This is an optimization exercise on Yosys and OpenROAD, whose aim is small area and a short achievable clock period, not a production implementation. Only simulation tests tie the RTL to the original design; equivalence was not proved. Power and IR drop assume default switching activity.

Design bru_cluster, start of the top module:
module bru_cluster (
   input  logic                                                    clk,
   input  logic                                                    rst_n,
   input  logic [bru_pipe_pkg::num_lanes*bru_pipe_pkg::uop_w-1:0]     issue,
   output logic [bru_pipe_pkg::redirect_w-1:0]                        redirect,
   output logic [bru_pipe_pkg::num_lanes*bru_pipe_pkg::link_wb_w-1:0] link_wb
);
export LEC_CHECK = 0
export ABC_AREA = 1
export CAP_MARGIN = 20
export CORE_AREA = 5 5 175 175
export DIE_AREA = 0 0 180 180
export PLACE_DENSITY = 0.75
export SETUP_SLACK_MARGIN = 2.0
export SLEW_MARGIN = 20
create_clock -name core_clock -period 5.0 [get_ports {clk}]
standard.sh (not shown) runs the stock make flow with config.mk's settings and CLKGATE_MAP_FILE= SYNTH_SCRIPT=/design/flow/synth_recipe.tcl, a recipe that flattens the netlist after the stock synthesis.
==> flow/flow/run.sh <==
#!/bin/bash
# Standard layout, with the port buffers made from the smallest buffer cell
# instead of the resizer's default pick, and the pins one track apart so that
# they fit on a smaller die; every tool's output goes to a log here.
bash standard.sh 'BUFFER_PORTS_ARGS=-buffer_cell sky130_fd_sc_hd__buf_1' \
  'PLACE_PINS_ARGS=-min_distance 1 -min_distance_in_tracks' finish > standard_run.log 2>&1
==> next run, changes <==
CORE_AREA = 5 5 195 195   (was 5 5 175 175)
DIE_AREA = 0 0 200 200   (was 0 0 180 180)
PLACE_DENSITY = default   (was 0.75)
TNS_END_PERCENT = 25   (was default)
Effect:
- The changed run produced a clean layout
- wire length went down by 6.2%
- sequential power hardly moves
- synthesized cell count does not change
- register-to-register slack improves by 0.08 ns
==> next run, changes <==
==> flow/flow/run.sh (replaced) <==
#!/bin/bash
# Standard layout, with the port buffers made from the smallest buffer cell
# instead of the resizer's default pick; every tool's output goes to a log here.
bash standard.sh 'BUFFER_PORTS_ARGS=-buffer_cell sky130_fd_sc_hd__buf_1' finish > standard_run.log 2>&1
CORE_AREA = 5 5 251 251   (was 5 5 195 195)
DIE_AREA = 0 0 256 256   (was 0 0 200 200)
TNS_END_PERCENT = default   (was 25)
The new run finished clean.
Worst setup slack loses 0.025 ns.
Wire length rises by 28%.
Global-route usage falls by 6.7 points.
First-iteration DRC count rises by 38%.
Final cell count rises by 9.5%.
Via count rises by 1.9%.
Cell area rises by 5.6%.
==> next run, changes <==
==> flow/flow/run.sh (replaced) <==
#!/bin/bash
# Standard layout, with the port buffers made from the smallest buffer cell
# instead of the resizer's default pick, and the pins one track apart so that
# they fit on a smaller die; every tool's output goes to a log here.
bash standard.sh 'BUFFER_PORTS_ARGS=-buffer_cell sky130_fd_sc_hd__buf_1' \
  'PLACE_PINS_ARGS=-min_distance 1 -min_distance_in_tracks' finish > standard_run.log 2>&1
CORE_AREA = 5 5 195 195   (was 5 5 251 251)
DIE_AREA = 0 0 200 200   (was 0 0 256 256)
=> The new run ran to the end with no violations; die area shrinks by 39%; worst setup slack improved by 0.040 ns; sequential share of layout area grows by 1.3 points; synthesized area is unchanged; design area shrinks by 4.8%; worst hold slack got worse by 0.021 ns; core utilization grows by 22 points; fmax grows by 1.4%.
==> next run, changes <==
CORE_AREA = 5 5 210 210   (was 5 5 195 195)
DIE_AREA = 0 0 215 215   (was 0 0 200 200)
TNS_END_PERCENT = 10   (was default)
Outcome: Cell area rose by 1.4%. Setup slack improves by 0.0089 ns. Wire length rose by 3.6%. Area after synthesis does not change. Combinational power is about the same.

* * *

Setup of run A:
The RTL this note starts from:
==> flow/design.v <==
package la_isa_pkg;
   localparam int xlen = 32;
   localparam int reg_idx_w = 5;
   localparam int bru_op_w = 4;
   typedef enum logic [bru_op_w-1:0] {
      op_eqz,
      op_nez,
      op_eq,
      op_ne,
      op_lt,
      op_ge,
      op_ltu,
      op_geu,
      op_jr,
      op_bl
   } bru_op_e;
endpackage
package bru_pipe_pkg;
   localparam int xlen      = 32;
   localparam int reg_idx_w = 5;
   localparam int bru_op_w  = 4;
   localparam int num_lanes = 4;
   localparam int lane_idx_w = $clog2(num_lanes);
   typedef struct packed {
      logic                 valid;
      logic [bru_op_w-1:0]  op;
      logic [xlen-1:0]      a;
      logic [xlen-1:0]      b;
      logic [xlen-1:0]      pc;
      logic [xlen-1:0]      offset;
      logic [reg_idx_w-1:0] rd;
   } bru_uop_t;
   typedef struct packed {
      logic                 valid;
      logic                 taken;
      logic [xlen-1:0]      target;
      logic [xlen-1:0]      link_pc;
      logic                 link_wen;
      logic [reg_idx_w-1:0] rd;
   } bru_res_t;
   typedef struct packed {
      logic                 wen;
      logic [reg_idx_w-1:0] rd;
      logic [xlen-1:0]      data;
   } link_wb_t;
   typedef struct packed {
      logic                  valid;
      logic [lane_idx_w-1:0] lane;
      logic [xlen-1:0]       pc;
   } redirect_t;
   localparam int uop_w      = 1 + bru_op_w + 4*xlen + reg_idx_w;
   localparam int res_w      = 1 + 1 + 2*xlen + 1 + reg_idx_w;
   localparam int link_wb_w  = 1 + reg_idx_w + xlen;
   localparam int redirect_w = 1 + lane_idx_w + xlen;
endpackage
module bru_issue_stage (
   input  logic                                                clk,
   input  logic                                                rst_n,
   input  logic [bru_pipe_pkg::num_lanes*bru_pipe_pkg::uop_w-1:0] issue,
   output logic                                                s_found,
   output logic                                                s_link,
   output logic                                                s_jr,
   output logic [bru_pipe_pkg::lane_idx_w-1:0]                 s_lane,
   output logic [bru_pipe_pkg::xlen-1:0]                       s_a,
   output logic [bru_pipe_pkg::xlen-3:0]                       s_pc,
   output logic [bru_pipe_pkg::xlen-1:0]                       s_offset,
   output logic [bru_pipe_pkg::reg_idx_w-1:0]                  s_rd
);
   localparam int num_lanes = bru_pipe_pkg::num_lanes;
   localparam int xlen      = bru_pipe_pkg::xlen;
   localparam int reg_idx_w = bru_pipe_pkg::reg_idx_w;
   logic [num_lanes-1:0] taken;
   logic [num_lanes-1:0] is_link;
   logic [num_lanes-1:0] is_jr;
   logic [num_lanes-1:0] first;
   logic [num_lanes-1:0][xlen-1:0]      u_a;
   logic [num_lanes-1:0][xlen-3:0]      u_pc;
   logic [num_lanes-1:0][xlen-1:0]      u_offset;
   logic [num_lanes-1:0][reg_idx_w-1:0] u_rd;
   for (genvar i = 0; i < num_lanes; i++) begin : g_lane
      bru_pipe_pkg::bru_uop_t uop;
      assign uop         = issue[i*bru_pipe_pkg::uop_w +: bru_pipe_pkg::uop_w];
      assign u_a[i]      = uop.a;
      assign u_pc[i]     = uop.pc[xlen-1:2];
      assign u_offset[i] = uop.offset;
      assign u_rd[i]     = uop.rd;
      branch_unit branch_unit_i (
         .uop     (uop),
         .taken   (taken[i]),
         .is_link (is_link[i]),
         .is_jr   (is_jr[i])
      );
   end
   assign first[0] = taken[0];
   assign first[1] = taken[1] & ~taken[0];
   assign first[2] = taken[2] & ~|taken[1:0];
   assign first[3] = taken[3] & ~|taken[2:0];
   logic                  found_d;
   logic                  link_d;
   logic                  jr_d;
   logic [1:0]            lane_d;
   logic [xlen-1:0]       a_d;
   logic [xlen-3:0]       pc_d;
   logic [xlen-1:0]       offset_d;
   logic [reg_idx_w-1:0]  rd_d;
   assign found_d = |taken;
   assign lane_d  = {first[2] | first[3], first[1] | first[3]};
   always_comb begin
      link_d   = 1'b0;
      jr_d     = 1'b0;
      a_d      = '0;
      pc_d     = '0;
      offset_d = '0;
      rd_d     = '0;
      for (int i = 0; i < num_lanes; i++) begin
         link_d   = link_d   | (first[i] & is_link[i]);
         jr_d     = jr_d     | (first[i] & is_jr[i]);
         a_d      = a_d      | ({xlen{first[i]}} & u_a[i]);
         pc_d     = pc_d     | ({(xlen-2){first[i]}} & u_pc[i]);
         offset_d = offset_d | ({xlen{first[i]}} & u_offset[i]);
         rd_d     = rd_d     | ({reg_idx_w{first[i]}} & u_rd[i]);
      end
   end
   always_ff @(posedge clk) begin
      s_found  <= rst_n & found_d;
      s_link   <= rst_n & link_d;
      s_jr     <= jr_d;
      s_lane   <= lane_d;
      s_a      <= a_d;
      s_pc     <= pc_d;
      s_offset <= offset_d;
      s_rd     <= rd_d;
   end
endmodule
module branch_unit (
   input  bru_pipe_pkg::bru_uop_t uop,
   output logic                   taken,
   output logic                   is_link,
   output logic                   is_jr
);
   localparam int xlen = bru_pipe_pkg::xlen;
   logic cond_eqz;
   logic cond_eq;
   logic cond_lt;
   logic sgn;
   logic base;
   logic [xlen-1:0] lt_l0;
   logic [xlen-1:0] eq_l0;
   logic [15:0]     lt_l1;
   logic [15:0]     eq_l1;
   logic [7:0]      lt_l2;
   logic [7:0]      eq_l2;
   logic [3:0]      lt_l3;
   logic [3:0]      eq_l3;
   logic [1:0]      lt_l4;
   logic [1:0]      eq_l4;
   assign cond_eqz = ~|uop.a;
   assign sgn   = ~uop.op[1];
   assign lt_l0 = {~(uop.a[xlen-1] ^ sgn) & (uop.b[xlen-1] ^ sgn), ~uop.a[xlen-2:0] & uop.b[xlen-2:0]};
   assign eq_l0 = ~(uop.a ^ uop.b);
   always_comb begin
      for (int j = 0; j < 16; j++) begin
         lt_l1[j] = lt_l0[2*j+1] | (eq_l0[2*j+1] & lt_l0[2*j]);
         eq_l1[j] = eq_l0[2*j+1] & eq_l0[2*j];
      end
      for (int j = 0; j < 8; j++) begin
         lt_l2[j] = lt_l1[2*j+1] | (eq_l1[2*j+1] & lt_l1[2*j]);
         eq_l2[j] = eq_l1[2*j+1] & eq_l1[2*j];
      end
      for (int j = 0; j < 4; j++) begin
         lt_l3[j] = lt_l2[2*j+1] | (eq_l2[2*j+1] & lt_l2[2*j]);
         eq_l3[j] = eq_l2[2*j+1] & eq_l2[2*j];
      end
      for (int j = 0; j < 2; j++) begin
         lt_l4[j] = lt_l3[2*j+1] | (eq_l3[2*j+1] & lt_l3[2*j]);
         eq_l4[j] = eq_l3[2*j+1] & eq_l3[2*j];
      end
   end
   assign cond_lt = lt_l4[1] | (eq_l4[1] & lt_l4[0]);
   assign cond_eq = eq_l4[1] & eq_l4[0];
   assign base    = uop.op[2] ? cond_lt : (uop.op[1] ? cond_eq : cond_eqz);
   assign taken   = uop.valid & (uop.op[3] | (uop.op[0] ^ base));
   assign is_link = uop.op[3:1] == 3'b100;
   assign is_jr   = uop.op == 4'b1000;
endmodule
module bru_redirect_select (
   input  logic                                                    clk,
   input  logic                                                    rst_n,
   input  logic                                                    s_found,
   input  logic                                                    s_link,
   input  logic                                                    s_jr,
   input  logic [bru_pipe_pkg::lane_idx_w-1:0]                     s_lane,
   input  logic [bru_pipe_pkg::xlen-1:0]                           s_a,
   input  logic [bru_pipe_pkg::xlen-3:0]                           s_pc,
   input  logic [bru_pipe_pkg::xlen-1:0]                           s_offset,
   input  logic [bru_pipe_pkg::reg_idx_w-1:0]                      s_rd,
   output logic [bru_pipe_pkg::redirect_w-1:0]                        redirect,
   output logic [bru_pipe_pkg::num_lanes*bru_pipe_pkg::link_wb_w-1:0] link_wb
);
   localparam int num_lanes = bru_pipe_pkg::num_lanes;
   localparam int xlen      = bru_pipe_pkg::xlen;
   localparam int link_wb_w = bru_pipe_pkg::link_wb_w;
   logic [xlen-1:0] base;
   logic [xlen-1:0] target;
   logic [xlen-3:0] link_pc;
   logic            red_en;
   logic            link_en;
   assign base    = s_jr ? s_a : {s_pc, 2'b00};
   assign target  = base + s_offset;
   assign link_pc = s_pc + (xlen-2)'(1);
   assign red_en  = rst_n & s_found;
   assign link_en = rst_n & s_link;
   always_ff @(posedge clk) begin
      redirect <= red_en ? {1'b1, s_lane, target} : '0;
      for (int i = 0; i < num_lanes; i++) begin
         link_wb[i*link_wb_w +: link_wb_w] <= (link_en && s_lane == i)
                                              ? {1'b1, s_rd, link_pc, 2'b00} : '0;
      end
   end
endmodule
module bru_cluster (
   input  logic                                                    clk,
   input  logic                                                    rst_n,
   input  logic [bru_pipe_pkg::num_lanes*bru_pipe_pkg::uop_w-1:0]     issue,
   output logic [bru_pipe_pkg::redirect_w-1:0]                        redirect,
   output logic [bru_pipe_pkg::num_lanes*bru_pipe_pkg::link_wb_w-1:0] link_wb
);
   logic                                   s_found;
   logic                                   s_link;
   logic                                   s_jr;
   logic [bru_pipe_pkg::lane_idx_w-1:0]    s_lane;
   logic [bru_pipe_pkg::xlen-1:0]          s_a;
   logic [bru_pipe_pkg::xlen-3:0]          s_pc;
   logic [bru_pipe_pkg::xlen-1:0]          s_offset;
   logic [bru_pipe_pkg::reg_idx_w-1:0]     s_rd;
   bru_issue_stage bru_issue_stage_i (
      .clk      (clk),
      .rst_n    (rst_n),
      .issue    (issue),
      .s_found  (s_found),
      .s_link   (s_link),
      .s_jr     (s_jr),
      .s_lane   (s_lane),
      .s_a      (s_a),
      .s_pc     (s_pc),
      .s_offset (s_offset),
      .s_rd     (s_rd)
   );
   bru_redirect_select bru_redirect_select_i (
      .clk      (clk),
      .rst_n    (rst_n),
      .s_found  (s_found),
      .s_link   (s_link),
      .s_jr     (s_jr),
      .s_lane   (s_lane),
      .s_a      (s_a),
      .s_pc     (s_pc),
      .s_offset (s_offset),
      .s_rd     (s_rd),
      .redirect (redirect),
      .link_wb  (link_wb)
   );
endmodule
export LEC_CHECK = 0
export ABC_AREA = 1
export CAP_MARGIN = 20
export CORE_AREA = 5 5 265 265
export DIE_AREA = 0 0 270 270
export SETUP_SLACK_MARGIN = 1.5
export SLEW_MARGIN = 20
create_clock -name core_clock -period 5.0 [get_ports {clk}]
==> flow/flow/run.sh <==
#!/bin/bash
# Standard layout, with the port buffers made from the smallest buffer cell
# instead of the resizer's default pick; every tool's output goes to a log here.
bash standard.sh 'BUFFER_PORTS_ARGS=-buffer_cell sky130_fd_sc_hd__buf_1' finish > standard_run.log 2>&1
Edits applied to the flow inputs when going from run A to run B:
==> flow/run.sh (new file) <==
#!/bin/bash
# synth_recipe.tcl (not shown) runs the flow's synth.tcl, then flattens the netlist and writes it again
# the make line also repeats each setting of config.mk as NAME=value (left out here)
make -C /OpenROAD-flow-scripts/flow DESIGN_CONFIG=/design/flow/config.mk WORK_HOME=/design/flow/orfs CLKGATE_MAP_FILE= SYNTH_SCRIPT=/design/flow/synth_recipe.tcl finish
-- flow/config.mk --
<<< run A, line 12
export SETUP_SLACK_MARGIN = 1.5
>>> run B, line 12
export SETUP_SLACK_MARGIN = 2.5
removed: flow/flow/run.sh
removed: flow/standard.sh
[summary]
Going from run A to run B, the worst relative slew slack was found to have gone up by 8.2 points.
For setup skew after layout, run B and run A come out practically identical.
The sum of internal, switching and leakage power in run B is 1.3 times that in run A.
Run A → run B: final worst-path setup slack now sits higher; standard cell area after detailed placement increased by about 25% relative to the old numbers.
Input changes introduced in run C (baseline for comparison: run B):
==> flow/flow/run.sh (new file) <==
#!/bin/bash
# Standard layout, with the port buffers made from the smallest buffer cell
# instead of the resizer's default pick; every tool's output goes to a log here.
bash standard.sh 'BUFFER_PORTS_ARGS=-buffer_cell sky130_fd_sc_hd__buf_1' finish > standard_run.log 2>&1
==> flow/standard.sh (new file) <==
#!/bin/bash
# synth_recipe.tcl (not shown) runs the flow's synth.tcl, then flattens the netlist and writes it again
# the make line also repeats each setting of config.mk as NAME=value (left out here)
make -C /OpenROAD-flow-scripts/flow DESIGN_CONFIG=/design/flow/config.mk WORK_HOME=/design/flow/orfs CLKGATE_MAP_FILE= SYNTH_SCRIPT=/design/flow/synth_recipe.tcl "${@:-finish}"
-- flow/config.mk --
<<< run B, line 12
export SETUP_SLACK_MARGIN = 2.5
>>> run C, line 12
export SETUP_SLACK_MARGIN = 2.3
removed: flow/run.sh
==> comparison <==
The setup slack of run C is larger than that of run B. The run showing the greater number of antenna violations at the first check in global routing is run B. Status: number of placed cells counting well taps parity (run B, run C).
Inputs modified between run C and run D:
-- flow/config.mk --
<<< run C, line 12
export SETUP_SLACK_MARGIN = 2.3
>>> run D, line 12
export SETUP_SLACK_MARGIN = 2.0
[summary]
- Run D completed every stage of the flow, and the final layout passed the timing, DRC and antenna checks.
- Between run D and run C, placed standard-cell area is higher for run C, run D comes in under that.
- The signed area change from the synthesized netlist to the final layout in run D sits 26 points below the value recorded for run C.
- Clock transition at the register clock pins on the worst setup and hold paths after CTS: run D vs run C — no meaningful difference
- Of run D and run C, the run reporting the lower clock share of power was run D.
- Min required time at the worst-slack endpoint across run D and run C: run C
- | core utilization of the finished layout | run D vs run C | 6.2 points lower |
- Run D has sequential cell fraction of total power above what run C had.
- Global-route wire length before repair: run D vs run C down 8700 um
- Re non-clock buffer instance count of the final layout: run D is 112 down on run C.
- NOTE: peak supply drop in run D falls short of that of run C
- Fmax | run D vs run C | run D slower
--- input diff run D..run E ---
==> flow/flow/run.sh <==
#!/bin/bash
# Standard layout, with the port buffers made from the smallest buffer cell
# instead of the resizer's default pick, and downsizing of gates off the
# critical paths after global routing; every tool's output goes to a log here.
bash standard.sh 'BUFFER_PORTS_ARGS=-buffer_cell sky130_fd_sc_hd__buf_1' RECOVER_POWER=100 finish > standard_run.log 2>&1
==> comparison <==
| run E | all stages done | FAIL | capacitance limit, slew limit |. Compared with run D, standby leakage power in run E decreased slightly. Going from run D to run E, number of max-cap violations rose 3, clock power share about even. Lower fraction of power consumed by sequential logic goes to run D over run E. Against run D as the reference, run E delivers a higher slew at the pin with the worst max-slew slack. Peak supply drop: run E vs run D, no meaningful difference. In the tables for run D and run E, layout cell share with drive strength beyond 1 reads lower with run E. Run D and run E ended up with roughly the same sum of negative setup slack. Run D has a higher maximum frequency than run E.

[port drivers added, routing unchanged]
No port has a modelled driver above. Below, the same layouts with a new extraction and two added sets of constraints.
Step 1 assumes that a clkbuf_16 drives the clock port and a buf_2 every other input.
Step 2 also shifts input and output timing later by t, the mid clock arrival at the registers, as if the neighbouring blocks saw the same clock.
Slacks: no drivers / after step 1 / after step 2; pairs: no drivers / after step 1.
run	t, ns	setup WS [ns]	hold slack, ns	clock arrival spread, ns	worst slew at a driven data input, ns
the first run of note 1	0.583	2.014 / 2.014 / 1.505	0.497 / 0.497 / 0.497	0.018 / 0.018	0.13
the second run of note 1	0.576	2.029 / 2.035 / 1.459	0.479 / 0.479 / 0.479	0.026 / 0.026	0.18
the third run of note 1	0.617	2.004 / 2.033 / 1.417	0.503 / 0.503 / 0.503	0.025 / 0.025	0.19
the fourth run of note 1	0.575	2.044 / 2.050 / 1.475	0.481 / 0.481 / 0.481	0.026 / 0.026	0.16
the fifth run of note 1	0.595	2.053 / 2.053 / 1.489	0.482 / 0.482 / 0.482	0.009 / 0.009	0.13
run A	0.637	1.632 / 1.658 / 1.021	0.496 / 0.496 / 0.496	0.011 / 0.011	0.18
run B	0.645	2.011 / 1.979 / 1.333	0.519 / 0.519 / 0.519	0.013 / 0.013	0.17
run C	0.655	2.092 / 2.097 / 1.442	0.521 / 0.521 / 0.521	0.017 / 0.017	0.20
run D	0.639	2.035 / 2.049 / 1.423	0.502 / 0.502 / 0.502	0.012 / 0.011	0.12
run E	0.637	1.243 / 1.271 / 0.634	0.501 / 0.501 / 0.501	0.011 / 0.011	0.12
For run B, which loses most, drivers alone change the setup slack by -0.032 ns; drivers and shift together by -0.678 ns.
